This is an optimization exercise on Yosys and OpenROAD, whose aim is a short achievable clock period and few clock cycles, not a production implementation.
In this exercise RTL edits were held to simulation tests only and were not proved equivalent to the original.
Power is estimated from default activity; no workload was simulated.

### flow/config.mk
export PLATFORM = sky130hd
export DESIGN_NAME = lc4_pipeline
export DESIGN_NICKNAME = lc4_pipeline
export VERILOG_FILES = /design/flow/design.v
export SDC_FILE = /design/flow/constraint.sdc
export NUM_CORES = 4
export LEC_CHECK = 0
export CAP_MARGIN = 20
export CORE_MARGIN = 2
export CORE_UTILIZATION = 40
export SETUP_SLACK_MARGIN = 3.0
export SLEW_MARGIN = 20
### flow/run.sh
#!/bin/bash
# synth_recipe.tcl (not shown) runs the flow's synth.tcl, then flattens the netlist and writes it again
# the make line also repeats each setting of config.mk as NAME=value (left out here)
make -C /OpenROAD-flow-scripts/flow DESIGN_CONFIG=/design/flow/config.mk WORK_HOME=/design/flow/orfs CLKGATE_MAP_FILE= SYNTH_SCRIPT=/design/flow/synth_recipe.tcl finish
### flow/constraint.sdc
create_clock -name core_clock -period 5.0 [get_ports {gwe}]
set_input_delay 1.0000 -clock core_clock [delete_from_list [all_inputs] [get_ports {gwe}]]
set_output_delay 1.0000 -clock core_clock [all_outputs]
set_load 0.01 [all_outputs]
### flow/design.v
`default_nettype none
package lc4_pkg;
   typedef logic [16-1:0] word_t;
   typedef logic [3-1:0] rsel_t;
   typedef logic [2:0]             nzp_t;   
   typedef enum logic [3:0] {
      OP_BR    = 4'b0000,
      OP_ARITH = 4'b0001,
      OP_LOGIC = 4'b0101,
      OP_LDR   = 4'b0110,
      OP_STR   = 4'b0111,
      OP_CONST = 4'b1001,
      OP_JMP   = 4'b1100
   } opcode_e;
   typedef enum logic [1:0] {
      STALL_NONE  = 2'd0,
      STALL_FLUSH = 2'd2,   
      STALL_LOAD  = 2'd3    
   } stall_e;
endpackage
`default_nettype wire
`timescale 1ns/100ps
`default_nettype none
module lc4_pipeline (
   input  wire                 gwe,
   input  wire                 i_arst_n,
   output lc4_pkg::word_t      o_imem_addr,
   input  wire lc4_pkg::word_t i_imem_data,
   output lc4_pkg::word_t      o_dmem_addr,
   output logic                o_dmem_we,
   output lc4_pkg::word_t      o_dmem_wdata,
   input  wire lc4_pkg::word_t i_dmem_rdata,
   output lc4_pkg::stall_e     o_wb_stall,
   output lc4_pkg::word_t      o_wb_pc,
   output lc4_pkg::word_t      o_wb_insn,
   output logic                o_wb_rf_we,
   output lc4_pkg::rsel_t      o_wb_rf_wsel,
   output lc4_pkg::word_t      o_wb_rf_wdata,
   output logic                o_wb_nzp_we,
   output lc4_pkg::nzp_t       o_wb_nzp
);
   localparam int NB = 4;   
   function automatic logic [2:0] nzp_of(input logic [15:0] v);
      nzp_of = {v[15], v == 16'd0, !v[15] && (v != 16'd0)};
   endfunction
   logic [15:0] pc;
   logic [NB-1:0] btb_v;
   logic [15:0]   btb_tag [NB];
   logic [15:0]   btb_tgt [NB];
   logic [1:0]    btb_ptr;
   logic        d_valid, d_btb;
   logic [15:0] d_pc, d_pcp1, d_insn;
   logic        x_valid;
   logic [15:0] x_pc, x_insn, x_a, x_b, x_sd, x_alt;
   logic        x_bpa, x_bpb, x_bps;
   logic        x_we, x_ld, x_st, x_isbr, x_pred;
   logic [2:0]  x_rd, x_mask;
   logic        x_sub, x_op_add, x_op_and, x_op_or, x_op_xor;
   logic        m_valid, m_st_v;
   logic [15:0] m_pc, m_insn, m_res, m_sd;
   logic        m_we, m_ld;
   logic [2:0]  m_rd;
   logic        w_valid;
   logic [15:0] w_pc, w_insn, w_val;
   logic        w_we;
   logic [2:0]  w_rd;
   logic [15:0] rf [8];
   logic [7:0]  rf_ok;   
   logic [2:0]  cc;
   logic [15:0] pc_p1;
   logic [NB-1:0] btb_match;
   logic        btb_hit;
   logic [15:0] btb_target;
   assign pc_p1       = pc + 16'd1;
   assign o_imem_addr = pc;
   always_comb begin
      btb_target = '0;
      for (int i = 0; i < NB; i++) begin
         btb_match[i] = btb_v[i] && (btb_tag[i] == pc);
         btb_target = btb_target | (btb_match[i] ? btb_tgt[i] : 16'd0);
      end
      btb_hit = |btb_match;
   end
   logic [3:0]  d_op;
   logic [2:0]  d_rd, d_rs, d_rt;
   logic        d_arith, d_arith_ok, d_logic, d_ldr, d_str, d_const, d_br, d_jmp;
   logic        d_we, d_use_rs, d_use_rt, d_not, d_pred, d_triv, d_redirect, stall;
   logic [15:0] d_imm_b, d_off, d_tgt;
   assign d_op       = d_insn[15:12];
   assign d_rd       = d_insn[11:9];
   assign d_rs       = d_insn[8:6];
   assign d_rt       = d_insn[2:0];
   assign d_arith    = d_op == 4'b0001;
   assign d_arith_ok = d_arith && (d_insn[5] || !d_insn[3]);
   assign d_logic    = d_op == 4'b0101;
   assign d_ldr      = d_op == 4'b0110;
   assign d_str      = d_op == 4'b0111;
   assign d_const    = d_op == 4'b1001;
   assign d_br       = d_op == 4'b0000 && d_insn[11:9] != 3'b000;
   assign d_jmp      = d_op == 4'b1100 && d_insn[11];
   assign d_not      = d_logic && !d_insn[5] && d_insn[4:3] == 2'b01;
   assign d_we       = d_arith_ok || d_logic || d_ldr || d_const;
   assign d_use_rs   = d_arith_ok || d_logic || d_ldr || d_str;
   assign d_use_rt   = (d_arith_ok || d_logic) && !d_insn[5] && !d_not;
   assign d_imm_b = (d_ldr || d_str) ? {{10{d_insn[5]}}, d_insn[5:0]} :
                    d_const          ? {{7{d_insn[8]}}, d_insn[8:0]} :
                    d_not            ? 16'hFFFF :
                                       {{11{d_insn[4]}}, d_insn[4:0]};
   assign d_off  = d_insn[15] ? {{5{d_insn[10]}}, d_insn[10:0]} : {{7{d_insn[8]}}, d_insn[8:0]};
   assign d_tgt  = d_pcp1 + d_off;
   assign d_triv = d_insn[15] ? (d_insn[10:0] == 11'd0) : (d_insn[8:0] == 9'd0);
   assign d_pred = (d_jmp || (d_br && (d_insn[8] || d_insn[11:9] == 3'b111))) && !d_triv;
   assign d_redirect = d_valid && d_pred && !d_btb;
   assign stall = d_valid && x_valid && x_ld &&
                  ((d_use_rs && d_rs == x_rd) || (d_use_rt && d_rt == x_rd) || d_br);
   logic        m_hit_s, m_hit_t, m_hit_d;
   logic [15:0] rf_s, rf_t, rf_d, pre_s, pre_t, pre_d, val_s, val_t, val_d;
   function automatic logic [15:0] rf_read(input logic [2:0] r);
      if (w_valid && w_we && w_rd == r) rf_read = w_val;
      else if (rf_ok[r])                rf_read = rf[r];
      else                              rf_read = 16'd0;
   endfunction
   assign rf_s = rf_read(d_rs);
   assign rf_t = rf_read(d_rt);
   assign rf_d = rf_read(d_rd);
   assign m_hit_s = m_valid && m_we && m_rd == d_rs;
   assign m_hit_t = m_valid && m_we && m_rd == d_rt;
   assign m_hit_d = m_valid && m_we && m_rd == d_rd;
   assign pre_s = m_hit_s ? m_res : rf_s;
   assign pre_t = m_hit_t ? m_res : rf_t;
   assign pre_d = m_hit_d ? m_res : rf_d;
   assign val_s = (m_hit_s && m_ld) ? i_dmem_rdata : pre_s;
   assign val_t = (m_hit_t && m_ld) ? i_dmem_rdata : pre_t;
   assign val_d = (m_hit_d && m_ld) ? i_dmem_rdata : pre_d;
   logic [15:0] xa, xb, x_sum, x_res;
   logic [2:0]  cc_x;
   logic        x_taken, x_mis;
   assign xa    = x_bpa ? m_res : x_a;
   assign xb    = x_bpb ? m_res : x_b;
   assign x_sum = xa + (xb ^ {16{x_sub}}) + {15'd0, x_sub};
   assign x_res = ({16{x_op_add}} & x_sum) |
                  ({16{x_op_and}} & (xa & xb)) |
                  ({16{x_op_or}}  & (xa | xb)) |
                  ({16{x_op_xor}} & (xa ^ xb));
   assign cc_x    = (m_valid && m_we) ? nzp_of(m_res) :
                    (w_valid && w_we) ? nzp_of(w_val) : cc;
   assign x_taken = |(x_mask & cc_x);
   assign x_mis   = x_valid && x_isbr && (x_taken != x_pred);
   always_ff @(posedge gwe or negedge i_arst_n) begin
      if (!i_arst_n) begin
         pc      <= 16'h8200;
         d_valid <= 1'b0;
         x_valid <= 1'b0;
         m_valid <= 1'b0;
         m_st_v  <= 1'b0;
         w_valid <= 1'b0;
         btb_v   <= '0;
         btb_ptr <= '0;
         rf_ok   <= '0;
         cc      <= 3'b000;
         o_wb_stall  <= lc4_pkg::STALL_FLUSH;
         o_wb_rf_we  <= 1'b0;
         o_wb_nzp_we <= 1'b0;
      end else begin
         if (x_mis) begin
            pc      <= x_alt;
            d_valid <= 1'b0;
         end else if (!stall) begin
            pc      <= d_redirect ? d_tgt : (btb_hit ? btb_target : pc_p1);
            d_valid <= !d_redirect;
         end
         x_valid <= d_valid && !stall && !x_mis;
         m_valid <= x_valid;
         m_st_v  <= x_valid && x_st;
         w_valid <= m_valid;
         if (d_redirect && !stall) begin
            btb_v[btb_ptr] <= 1'b1;
            btb_ptr        <= btb_ptr + 2'd1;
         end
         if (w_valid && w_we) begin
            rf_ok[w_rd] <= 1'b1;
            cc          <= nzp_of(w_val);
         end
         o_wb_stall  <= w_valid ? lc4_pkg::STALL_NONE : lc4_pkg::STALL_FLUSH;
         o_wb_rf_we  <= w_valid && w_we;
         o_wb_nzp_we <= w_valid && w_we;
      end
   end
   always_ff @(posedge gwe) begin
      if (d_redirect && !stall) begin
         btb_tag[btb_ptr] <= d_pc;
         btb_tgt[btb_ptr] <= d_tgt;
      end
      if (!stall) begin
         d_insn <= i_imem_data;
         d_pc   <= pc;
         d_pcp1 <= pc_p1;
         d_btb  <= btb_hit;
      end
      x_pc     <= d_pc;
      x_insn   <= d_insn;
      x_a      <= d_const ? 16'd0 : val_s;
      x_b      <= d_use_rt ? val_t : d_imm_b;
      x_sd     <= val_d;
      x_bpa    <= d_use_rs && x_valid && x_we && x_rd == d_rs;
      x_bpb    <= d_use_rt && x_valid && x_we && x_rd == d_rt;
      x_bps    <= d_str && x_valid && x_we && x_rd == d_rd;
      x_alt    <= d_pred ? d_pcp1 : d_tgt;
      x_we     <= d_we;
      x_ld     <= d_ldr;
      x_st     <= d_str;
      x_isbr   <= d_br && !d_triv;
      x_pred   <= d_pred;
      x_rd     <= d_rd;
      x_mask   <= d_insn[11:9];
      x_sub    <= d_arith && !d_insn[5] && d_insn[4:3] == 2'b10;
      x_op_add <= !d_logic && !d_const;
      x_op_and <= d_logic && (d_insn[5] || d_insn[4:3] == 2'b00);
      x_op_or  <= d_const || (d_logic && !d_insn[5] && d_insn[4:3] == 2'b10);
      x_op_xor <= d_logic && !d_insn[5] && d_insn[3];
      m_pc   <= x_pc;
      m_insn <= x_insn;
      m_res  <= x_res;
      m_sd   <= x_bps ? (m_ld ? i_dmem_rdata : m_res) : x_sd;
      m_we   <= x_we;
      m_ld   <= x_ld;
      m_rd   <= x_rd;
      w_pc   <= m_pc;
      w_insn <= m_insn;
      w_val  <= m_ld ? i_dmem_rdata : m_res;
      w_we   <= m_we;
      w_rd   <= m_rd;
      if (w_valid && w_we) rf[w_rd] <= w_val;
      o_wb_pc       <= w_pc;
      o_wb_insn     <= w_insn;
      o_wb_rf_wsel  <= w_rd;
      o_wb_rf_wdata <= w_val;
      o_wb_nzp      <= nzp_of(w_val);
   end
   assign o_dmem_addr  = m_res;
   assign o_dmem_we    = m_st_v;
   assign o_dmem_wdata = m_sd;
endmodule
`default_nettype wire
==> run notes <==
-- power by group --
part	leakage, nW	switching [mW]	internal (mW)
clock	1.08	2.14	2.90
sequential	5.68	1.13	6.99
combinational	7.41	3.02	3.17
-- layout by cell type, fill, tap and decap left out, types with 14 or more instances in the layout --
master	netlist	routed
mux2_2	93	88
mux2i_1	48	34
buf_4	7	185
inv_1	68	62
a22oi_1	67	35
ha_1	72	60
dfrtp_1	37	22
dfxtp_2	0	63
a21oi_2	0	25
xnor2_1	97	79
o21ai_1	6	26
clkdlybuf4s50_1	0	35
a21oi_1	95	66
dfxtp_1	283	193
clkbuf_16	0	69
a211oi_2	0	14
edfxtp_1	305	305
dfxtp_4	0	27
o21ai_0	59	25
nor2_1	116	102
nor4_4	0	17
nand3_1	42	29
nand2b_1	21	15
buf_2	6	23
xor2_1	68	49
nand2_1	82	69
buf_6	2	172
clkbuf_1	96	20
buf_12	0	41
xnor2_2	0	15
xor2_2	0	17
buf_16	0	17
a22oi_2	0	32
o211ai_1	18	18
mux4_2	102	102
-- cells by family (layout without fill, tap and decap cells) --
family                   after synthesis  count (layout)  synth area share, %
flip-flops                           628             628                58.72
AND/OR/NAND/NOR                      368             377                6.624
AO/OA/AOI/OAI                        349             349                8.652
multiplexers                         244             244                14.24
buffers and inverters                195             677                2.896
XOR/XNOR                             165             165                5.361
adder cells (fa/ha/maj)               74              74                3.491
other                                  1               1              0.01391
-- metal layers --
layer | share of wire (%) | vias up | GRT usage, %
li1 | - | 8419 | -
met4 | 3.3 | 2 | 7.799
met2 | 46 | 896 | 36.92
met1 | 42 | 9695 | 32.36
met3 | 9.0 | 177 | 4.490
met5 | 0.0083 | - | 0
-- layout make-up --
cell class | count | area [um2] | share of cell area [%]
clock inverters | 24 | 317.8 | 0.8538
well taps | 873 | 1092 | 2.935
multi-input cells | 1210 | 12300 | 33.05
clock buffers | 98 | 1903 | 5.113
inverters | 68 | 264.0 | 0.7093
flip-flops and latches | 628 | 16040 | 43.09
repair buffers | 487 | 5306 | 14.26
-- cells in the mapped netlist (all sizes together) (14+ instances only) --
library cell and instances:
a21oi 95, mux2 93, o211ai 18, nor3 14, clkbuf 96, a22oi 68
a211oi 28, mux4 102, dfxtp 283, nor2 117, and3 15, xor2 68
inv 68, edfxtp 305, ha 72, nor4 32, xnor2 97, nand2 82
nand2b 21, o21ai 66, buf 31, mux2i 49, nand3 42, dfrtp 37
-- through the flow --
step / setup WS [ps] / util, % / hold slack [ps] / area (um2)
3_5_place_dp: 1351 / 44.35 / 312.1 / 29680
4_1_cts: 1906 / 53.34 / 323.1 / 35690
3_3_place_gp: 1419 / 44.33 / 309.9 / 29660
5_1_grt: 1669 / 55.62 / 326.4 / 37220
6_report: 1834 / 55.62 / 320.1 / 37220
2_1_floorplan: 2022 / - / 309.6 / 27710
-- critical path, delay by kind of cell (launching register included) --
kind                     cells  cell delay, ps
buffers and inverters        2             250
flip-flops                   1             420
adder cells (fa/ha/maj)      1             240
AO/OA/AOI/OAI                7            1530
multiplexers                 1             260
XOR/XNOR                     2             310
-- what timing repair did --
item	4_1_cts	5_1_grt
endpoints found under the hold margin	0	0
setup buffers	230	65
gates cloned	28	3
pin swaps	101	112
resized for setup	837	218
setup endpoints to repair	587	512
-- worst min path at each step --
stage | from | endpoint | slack, ps
6_report | x_insn[8]$_DFF_P_ | m_insn[8]$_DFF_P_ | 320
5_1_grt | x_insn[8]$_DFF_P_ | m_insn[8]$_DFF_P_ | 330
4_1_cts | m_pc[3]$_DFF_P_ | w_pc[3]$_DFF_P_ | 320
3_5_place_dp | m_insn[7]$_DFF_P_ | w_insn[7]$_DFF_P_ | 310
3_3_place_gp | m_pc[2]$_DFF_P_ | w_pc[2]$_DFF_P_ | 310
2_1_floorplan | x_insn[0]$_DFF_P_ | m_insn[0]$_DFF_P_ | 310
==> flow_summary.yaml <==
power:
  leakagePower_nw: 14.18
  total_power_mw: 19.35
  powerDensity_nw_per_um2: 519.8
  vdd.ir_drop.worst_uv: 272.9
global_routing:
  grt-ovfl-total: 0
  track_usage_pct: 23.36
  grt_start_max_net_pins: 41
  grt_pass1_wl_um: 121600
  grt_pass1_vias: 19153
  antenna_found_initial: 3
placed_design:
  io_buffer_count: 139
  placed_cells: 2940
  hpwlAfterDp_um: 47900
  place_congestion: 0.8816
worst_setup_path:
  reg2reg_from: "x_bpb$_DFF_P_"
  reg2regPathDepth: 13
  r2r_slack_ps: 1830
  crit_path_start: "x_bpb$_DFF_P_"
  timing.setup.critical_path_class: "flop to flop"
  startpoint_type: "flop"
  rr_endpoint: "m_res[14]$_DFF_P_"
  cp-endpoint: "m_res[14]$_DFF_P_"
  slowest_stage: "dfxtp_4"
  cpPeakStageDelay_ps: 420
  arrival_ps: 3640
  worstSetupEndpointType: "flop"
  cp_max_fo: 4
  cp.required_ps: 5480
  crit_chain: "buf_12 -> buf_8 -> mux2i_4 -> xnor2_2 -> ha_4 -> a211oi_4 -> o2bb2ai_1 -> a31oi_2 -> a221o_1 -> o41a_1 -> a31oi_1 -> xor2_1 -> o221ai_1"
synthesis:
  syn-num-nets: 2132
  synth_edf_count: 305
  synth_warnings: 1
  async_flop_share_pct: 6.369
  synth_top_area_share_pct: 33.98
  mappedNetlistArea_um2: 26960
  netlist_top_cells_area: "edfxtp_1, dfxtp_1, mux4_2"
  synth-seq-area-share_pct: 58.72
  syn_area_per_cell_um2: 13.32
  post_synth_num_cell_types: 72
  synth_ff_type: "edfxtp_1"
  syn_inst: 2024
  yosys.area.top_type: "edfxtp_1"
  synth-seq-cells: 628
final_layout:
  syn_to_final_growth_pct: 38.08
  fin_nets: 2570
  top_register: "rf"
  final_cells: 3388
  drive_above_1_share_pct: 45.84
  largestRegisters: "rf x128, btb_tag x64, btb_tgt x64"
  largest_reg_flops: 128
  num_antenna_cells: 0
  nFillCells: 5158
clocking:
  root_buffer: "clkbuf_16"
  cts_sinks: 628
  clk_latency_ps: 620
  cts_tree: "yes"
  h-tree-depth: 3
  cts_made_buffers: 67
  cts_hold_buf: 0
  clk_pin_slew_worst_paths_ps: 70
  cts_buffer_depth: 3
timing:
  setup_tns_ps: 0
  max_slew.worst_pin.slew_ps: 1058
  maxSlewViolCount: 0
  final-hold-violation-count: 0
  min_period_ps: 3166
  period_share_pct: 63.33
  max_slew_margin_pct: 29.34
  setup-violations-final: 0
  rsz0062_at_grt: "true"
  fmaxAchievable_mhz: 315.8
  finClkSkew_ps: 27.50
floorplanning:
  ios: 141
  core_area_um2: 66920
  initial_core_util_pct: 40.28
  fp-row-count: 95
  die_h_um: 263.6
  dieArea_um2: 69480
  die_x_um: 263.6
route:
  drc: 0
  wl_per_cell_um: 24.94
  via_per_inst: 5.664
  totalWireLength_um: 84500
  drt_iter0_drc: 1854
  first_pass_iters: 6
  vias: 19189
  postRouteAntennaNets: 0
outcome:
  status: "timing/DRC/antenna clean"
hold_path:
  whs_path_depth: 0
  min_path_type: "flop to flop"
flow_run:
  cap_violations: 0
Testbench counts, summed over its fixed seeds: cycles 10,031.

==> separate check: timing with driven ports <==
Ports are ideal in the flow. The routed layout listed here was re-timed in OpenROAD.
Step 1: set_driving_cell puts a clkbuf_16 on gwe and a buf_2 on each other input, an assumption about the parent block.
Step 2, shift: input delay + t, output delay - t, t = (earliest + latest rising clock arrival at the registers) / 2. This alone moves slack from input paths to output paths.
a / b / c = ideal / step 1 / step 2; a / b = the first two.
t, ns: 0.671
slack for setup (ns): 1.834 / 1.834 / 1.834
hold slack, ns: 0.320 / 0.320 / 0.320
worst setup path after step 2: register to register
worst slew at a driven data input, ns: 0.06
After both steps this run still meets setup and hold. The setup slack of this run moves by 0.000 ns with the drivers and by 0.000 ns with both steps.
